Context: an optimization exercise on an open-source flow, tuned for small area and few clock cycles per item. The choices shown serve that exercise and are no tape-out recipe.
Only simulation tests tie the RTL to the original design; equivalence was not proved.
Power and IR drop assume default switching activity.

==> lagoon <==
## dual_tone_sample_generator_top
module dual_tone_sample_generator_top (
    input  wire logic                                aclk,
    input  wire logic                                aresetn,
    input  wire logic                                s_tvalid,
    output logic                                     s_tready,
    input  wire logic [dtsg_pkg::S_TDATA_W-1:0]      s_tdata,    
    output logic                                     m_tvalid,
    input  wire logic                                m_tready,
    output logic [dtsg_pkg::M_TDATA_W-1:0]           m_tdata,    
    output logic [0:0]                               m_tuser,    
    input  wire logic                                cfg_wr_en,
    input  wire logic [dtsg_pkg::CFG_INDEX_W-1:0]    cfg_index,
    input  wire logic [dtsg_pkg::CFG_DATA_W-1:0]     cfg_wdata
);
    logic [dtsg_pkg::STEP_W-1:0]  phase_step_a_reg;
    logic [dtsg_pkg::STEP_W-1:0]  phase_step_b_reg;
    logic                         tone_mode_reg;
    logic [dtsg_pkg::AMP_W-1:0]   amplitude_reg;
    logic [dtsg_pkg::COUNT_W-1:0] duration_reg;
    logic [31:0]                  wd0, wd1;
    logic                         wr_step_a, wr_step_b, wr_mode, wr_amp, wr_dur;
    assign wd0 = cfg_wdata & {32{aresetn}};
    assign wd1 = cfg_wdata | {32{!aresetn}};
    function automatic logic [31:0] wsel(input logic [31:0] rst_value);
        wsel = (wd1 & rst_value) | (wd0 & ~rst_value);
    endfunction
    assign wr_step_a = !aresetn || (cfg_wr_en && cfg_index == dtsg_pkg::REG_PHASE_STEP_A);
    assign wr_step_b = !aresetn || (cfg_wr_en && cfg_index == dtsg_pkg::REG_PHASE_STEP_B);
    assign wr_mode   = !aresetn || (cfg_wr_en && cfg_index == dtsg_pkg::REG_TONE_MODE);
    assign wr_amp    = !aresetn || (cfg_wr_en && cfg_index == dtsg_pkg::REG_AMPLITUDE);
    assign wr_dur    = !aresetn || (cfg_wr_en && cfg_index == dtsg_pkg::REG_DURATION_SAMPLES);
    always_ff @(posedge aclk) begin
  ...
clock: 10.0 ns
lec_check: 0
abc_area: 1
abc_clock_period_in_ps: 10000
cap_margin: 20
core_margin: 2
core_utilization: 60
cts_buf_list: sky130_fd_sc_hd__clkbuf_16
cts_cluster_diameter: 60
cts_cluster_size: 24
slew_margin: 20
synth_hierarchical: 1
synth_minimum_keep_size: 0
standard.sh (not shown) runs the stock make flow with config.mk's settings and CLKGATE_MAP_FILE= SYNTH_SCRIPT=/design/flow/synth_recipe.tcl, a recipe that flattens the netlist after the stock synthesis.
==> flow/flow/run.sh <==
#!/bin/bash
# The standard layout (standard.sh), with two changes:
#  - the port buffers are the smallest buffer cell (buf_1)
#  - clock tree synthesis without dummy loads
export BUFFER_PORTS_ARGS="-buffer_cell sky130_fd_sc_hd__buf_1"
export CTS_ARGS="-sink_clustering_enable -repair_clock_nets -sink_clustering_size 20 -sink_clustering_max_diameter 50 -root_buf sky130_fd_sc_hd__clkbuf_16 -buf_list sky130_fd_sc_hd__clkbuf_8 -dont_use_dummy_load"
bash standard.sh > standard.log 2>&1
==> garnet: changes against lagoon <==
- CORE_UTILIZATION: 60 -> 70
- CTS_BUF_LIST: sky130_fd_sc_hd__clkbuf_16 -> default
- CTS_CLUSTER_DIAMETER: 60 -> default
- CTS_CLUSTER_SIZE: 24 -> default
==> zinc: changes against lagoon <==
==> flow/flow/run.sh (replaced) <==
#!/bin/bash
# The standard layout (standard.sh), with two changes:
#  - the port buffers are the smallest buffer cell (buf_1)
#  - clock tree synthesis without dummy loads
export BUFFER_PORTS_ARGS="-buffer_cell sky130_fd_sc_hd__buf_1"
export CTS_ARGS="-sink_clustering_enable -repair_clock_nets -sink_clustering_size 30 -sink_clustering_max_diameter 70 -buf_list sky130_fd_sc_hd__clkbuf_16 -dont_use_dummy_load"
bash standard.sh > standard.log 2>&1
==> results.txt <==
- Utilization: lagoon is lower than zinc (0.31 points).
- In synthesized cell count, lagoon and zinc do not differ.
- Fmax is about the same in garnet and lagoon.
- The lowest first-iteration DRC count belongs to zinc, the highest to garnet.
- Between zinc and garnet, the lower count of clock-buffer cells in the layout is in zinc (gap 5).
- Sequential share of layout area: garnet > lagoon > zinc.
- In flip-flop and latch count, lagoon and zinc do not differ.
- Of zinc and garnet, zinc has the higher die area (gap 16%, measured against garnet).
- The lowest design area belongs to garnet, the highest to zinc.
- In sequential power, lagoon and garnet hardly differ.
Testbench counts of lagoon, summed over its fixed seeds: cycles 16,032, items 16,000.
Testbench counts of garnet, summed over its fixed seeds: cycles 16,032, items 16,000.
Testbench counts of zinc, summed over its fixed seeds: cycles 16,032, items 16,000.

* * *

==> inputs of run a <==
dual_tone_sample_generator_top, a different RTL version from the one above (not shown whole).
==> flow/config.mk <==
export PLATFORM = sky130hd
export DESIGN_NAME = dual_tone_sample_generator_top
export DESIGN_NICKNAME = dual_tone_sample_generator_top
export VERILOG_FILES = /design/flow/design.v
export SDC_FILE = /design/flow/constraint.sdc
export NUM_CORES = 4
export LEC_CHECK = 0
export ABC_AREA = 1
export ABC_CLOCK_PERIOD_IN_PS = 10000
export CAP_MARGIN = 20
export CORE_MARGIN = 2
export CORE_UTILIZATION = 70
export SETUP_SLACK_MARGIN = 0.2
export SLEW_MARGIN = 20
export SYNTH_HIERARCHICAL = 1
export SYNTH_MINIMUM_KEEP_SIZE = 0
==> flow/constraint.sdc <==
create_clock -name core_clock -period 10.0 [get_ports {aclk}]
set_input_delay 2.0000 -clock core_clock [delete_from_list [all_inputs] [get_ports {aclk}]]
set_output_delay 2.0000 -clock core_clock [all_outputs]
set_load 0.01 [all_outputs]
==> flow/flow/run.sh <==
#!/bin/bash
# The standard layout (standard.sh), with three changes:
#  - synthesis maps the logic for area only (flow/synth.tcl)
#  - the port buffers are the smallest buffer cell (buf_1)
#  - clock tree synthesis without dummy loads
set -euo pipefail
export FLOW_FLOW_DIR="$PWD/flow"
export BUFFER_PORTS_ARGS="-buffer_cell sky130_fd_sc_hd__buf_1"
export CTS_ARGS="-sink_clustering_enable -repair_clock_nets -sink_clustering_size 16 -sink_clustering_max_diameter 45 -root_buf sky130_fd_sc_hd__clkbuf_16 -buf_list sky130_fd_sc_hd__clkbuf_8 -dont_use_dummy_load"
sed "s#SYNTH_SCRIPT=[^ ]*#SYNTH_SCRIPT=$PWD/flow/synth.tcl#" standard.sh > standard_area_synth.sh
grep -q "SYNTH_SCRIPT=$PWD/flow/synth.tcl" standard_area_synth.sh
bash standard_area_synth.sh > standard.log 2>&1
==> flow/flow/abc_map_area.script <==
strash
dch
map -a
topo
dnsize -c
==> flow/flow/synth.tcl <==
# The standard flow's synthesis script (synth_recipe.tcl), unchanged except that the
# final technology mapping uses flow/abc_map_area.script: area-only mapping,
# without ABC's buffering and upsizing (the layout's repair steps size and
# buffer for timing and slew instead).
proc synth {args} { yosys synth -nofsm -noshare {*}$args }
proc abc {args} {
  set i [lsearch -exact $args -script]
  if { $i >= 0 } {
    lset args [expr { $i + 1 }] $::env(FLOW_FLOW_DIR)/abc_map_area.script
  }
  yosys abc {*}$args
}
source $::env(SCRIPTS_DIR)/synth.tcl
# left out here: clear keep_hierarchy, flatten, clean up, hide names made inside functions, write 1_2_yosys.v
==> run b (differences from run a) <==
--- a/flow/flow/run.sh
+++ b/flow/flow/run.sh
@@ -7,5 +7,5 @@
 export FLOW_FLOW_DIR="$PWD/flow"
 export BUFFER_PORTS_ARGS="-buffer_cell sky130_fd_sc_hd__buf_1"
-export CTS_ARGS="-sink_clustering_enable -repair_clock_nets -sink_clustering_size 16 -sink_clustering_max_diameter 45 -root_buf sky130_fd_sc_hd__clkbuf_16 -buf_list sky130_fd_sc_hd__clkbuf_8 -dont_use_dummy_load"
+export CTS_ARGS="-sink_clustering_enable -repair_clock_nets -sink_clustering_size 20 -sink_clustering_max_diameter 50 -root_buf sky130_fd_sc_hd__clkbuf_16 -buf_list sky130_fd_sc_hd__clkbuf_8 -dont_use_dummy_load"
 sed "s#SYNTH_SCRIPT=[^ ]*#SYNTH_SCRIPT=$PWD/flow/synth.tcl#" standard.sh > standard_area_synth.sh
 grep -q "SYNTH_SCRIPT=$PWD/flow/synth.tcl" standard_area_synth.sh
==> flow/flow/abc_map_area.script (replaced) <==
strash
dch -f
map -a
mfs2 -a
strash
dch
map -a
topo
dnsize -c
==> results.txt <==
Mapped Cells - 1,994
Vias in the first global route - 16,500
Register area share after synthesis - 34.1%
Arr. time, crit path - 7.50 ns
Fill cells - 1,802
Starting Density - 71.6%
Post-synthesis cell type count - 45
CTS Buf Count - 26
Worst IR Drop VDD - 0.520 mV
PD cells - 322 nW/µm²
Max-slew headroom - 27.0%
Final net count - 2,500
Worst-Skew Late Latency - 0.52 ns
Global routing met2 resource utilization - 57.8%
NonClk Buf Share - 1.95%
Metal3 WL - 4710 µm
Reg power frac - 19.9%
Design Power - 6.89 mW
Outcome - complete, no violations
Compound-Gate Fraction of Synth Area - 9.30%
Worst Reg-to-Reg Cells - 43
That was run a.
==> results.txt <==
Outcome - complete, no violations
Fill cells - 1,812
Max-slew headroom - 21.2%
Post-synthesis cell type count - 47
Reg power frac - 18.6%
# clk buffers - 22
Worst IR Drop VDD - 0.504 mV
Worst Reg-to-Reg Cells - 36
Vias in the first global route - 16,700
CTS Buf Count - 22
Metal3 WL - 4590 µm
Fin cells - 2,491
Storage element area - 6830 µm²
Compound-Gate Fraction of Synth Area - 9.84%
Register area share after synthesis - 34.3%
Design Power - 7.37 mW
PD cells - 343 nW/µm²
Leakage - 6.68 nW
That was run b.
Testbench counts of run a, summed over its fixed seeds: cycles 16,032, items 16,000.
Testbench counts of run b, summed over its fixed seeds: cycles 16,032, items 16,000.

* * *

==> inputs of 12-16 <==
Another version of the RTL of dual_tone_sample_generator_top (not shown whole).
clock: 10.0 ns
lec_check: 0
abc_area: 1
abc_clock_period_in_ps: 10000
cap_margin: 20
core_margin: 2
core_utilization: 40
cts_buf_list: sky130_fd_sc_hd__clkbuf_16
cts_cluster_diameter: 80
cts_cluster_size: 30
slew_margin: 20
synth_hierarchical: 1
synth_minimum_keep_size: 0
run.sh (not shown) runs the stock make flow with config.mk's settings and CLKGATE_MAP_FILE= SYNTH_SCRIPT=/design/flow/synth_recipe.tcl, a recipe that flattens the netlist after the stock synthesis.
Stock flow here: none of the scripts above is used.
==> 01-05 (differences from 12-16) <==
--- a/flow/config.mk
+++ b/flow/config.mk
@@ -12,5 +12,2 @@
 export CORE_UTILIZATION = 40
-export CTS_BUF_LIST = sky130_fd_sc_hd__clkbuf_16
-export CTS_CLUSTER_DIAMETER = 80
-export CTS_CLUSTER_SIZE = 30
 export SLEW_MARGIN = 20
==> 05-28 (differences from 12-16) <==
--- a/flow/config.mk
+++ b/flow/config.mk
@@ -12,5 +12,5 @@
 export CORE_UTILIZATION = 40
-export CTS_BUF_LIST = sky130_fd_sc_hd__clkbuf_16
-export CTS_CLUSTER_DIAMETER = 80
-export CTS_CLUSTER_SIZE = 30
+export CTS_BUF_LIST = sky130_fd_sc_hd__clkbuf_8
+export CTS_CLUSTER_DIAMETER = 60
+export CTS_CLUSTER_SIZE = 20
 export SLEW_MARGIN = 20
==> run_results.csv <==
group,metric,value,unit
finish,nNonClkBuffers,99,
clocking,clk_pin_slew,0.12,ns
finish,seq_area_share,27.9,%
outcome,status,"timing/DRC/antenna clean",
power,comb_power,4160,uW
setup_path,timing.rr.end,"count_reg[16]",
[end of results for 05-28]
==> run_results.csv <==
group,metric,value,unit
setup_path,timing.rr.end,"count_reg[10]",
finish,nNonClkBuffers,99,
power,comb_power,4160,uW
outcome,status,"timing/DRC/antenna clean",
[end of results for 01-05]
==> run_results.csv <==
group,metric,value,unit
outcome,status,"timing/DRC/antenna clean",
grt,grt_pass1_wl,96300,um
finish,seq_area_share,27.9,%
logic_synthesis,synth_xor_area_share,1.50,%
finish,nNonClkBuffers,96,
logic_synthesis,synth_edf_count,226,
setup_path,timing.rr.end,"count_reg[9]",
clocking,clk_pin_slew,0.11,ns
grt,grtUsageMet3,1.83,%
[end of results for 12-16]
Testbench counts of 12-16, summed over its fixed seeds: cycles 16,032, items 16,000.
Testbench counts of 01-05, summed over its fixed seeds: cycles 16,032, items 16,000.
Testbench counts of 05-28, summed over its fixed seeds: cycles 16,032, items 16,000.

## re-timing with driven ports
No port has a modelled driver above. Below, the same layouts with a new extraction and two added sets of constraints.
Step 1, drivers: a clkbuf_16 drives aclk and a buf_2 each remaining input, both assumed.
Step 2 also shifts input and output timing later by t, the mid clock arrival at the registers, as if the neighbouring blocks saw the same clock.
Three values: no drivers, after step 1, after step 2; two values: the first two.
run | t, ns | setup slack, ns | worst register clock-pin slew, ns
lagoon | 0.535 | 0.739 / 0.686 / 1.221 | 0.11 / 0.11
garnet | 0.536 | 0.747 / 0.694 / 1.230 | 0.11 / 0.11
zinc | 0.533 | 0.754 / 0.700 / 1.233 | 0.09 / 0.09
run a | 0.526 | 0.502 / 0.452 / 0.979 | 0.10 / 0.10
run b | 0.520 | 0.512 / 0.461 / 0.969 | 0.11 / 0.11
12-16 | 0.533 | 0.486 / 0.434 / 0.967 | 0.12 / 0.12
01-05 | 0.585 | 0.458 / 0.408 / 0.993 | 0.07 / 0.07
05-28 | 0.597 | 0.445 / 0.399 / 0.995 | 0.12 / 0.12
After both steps every run listed still meets setup and hold.
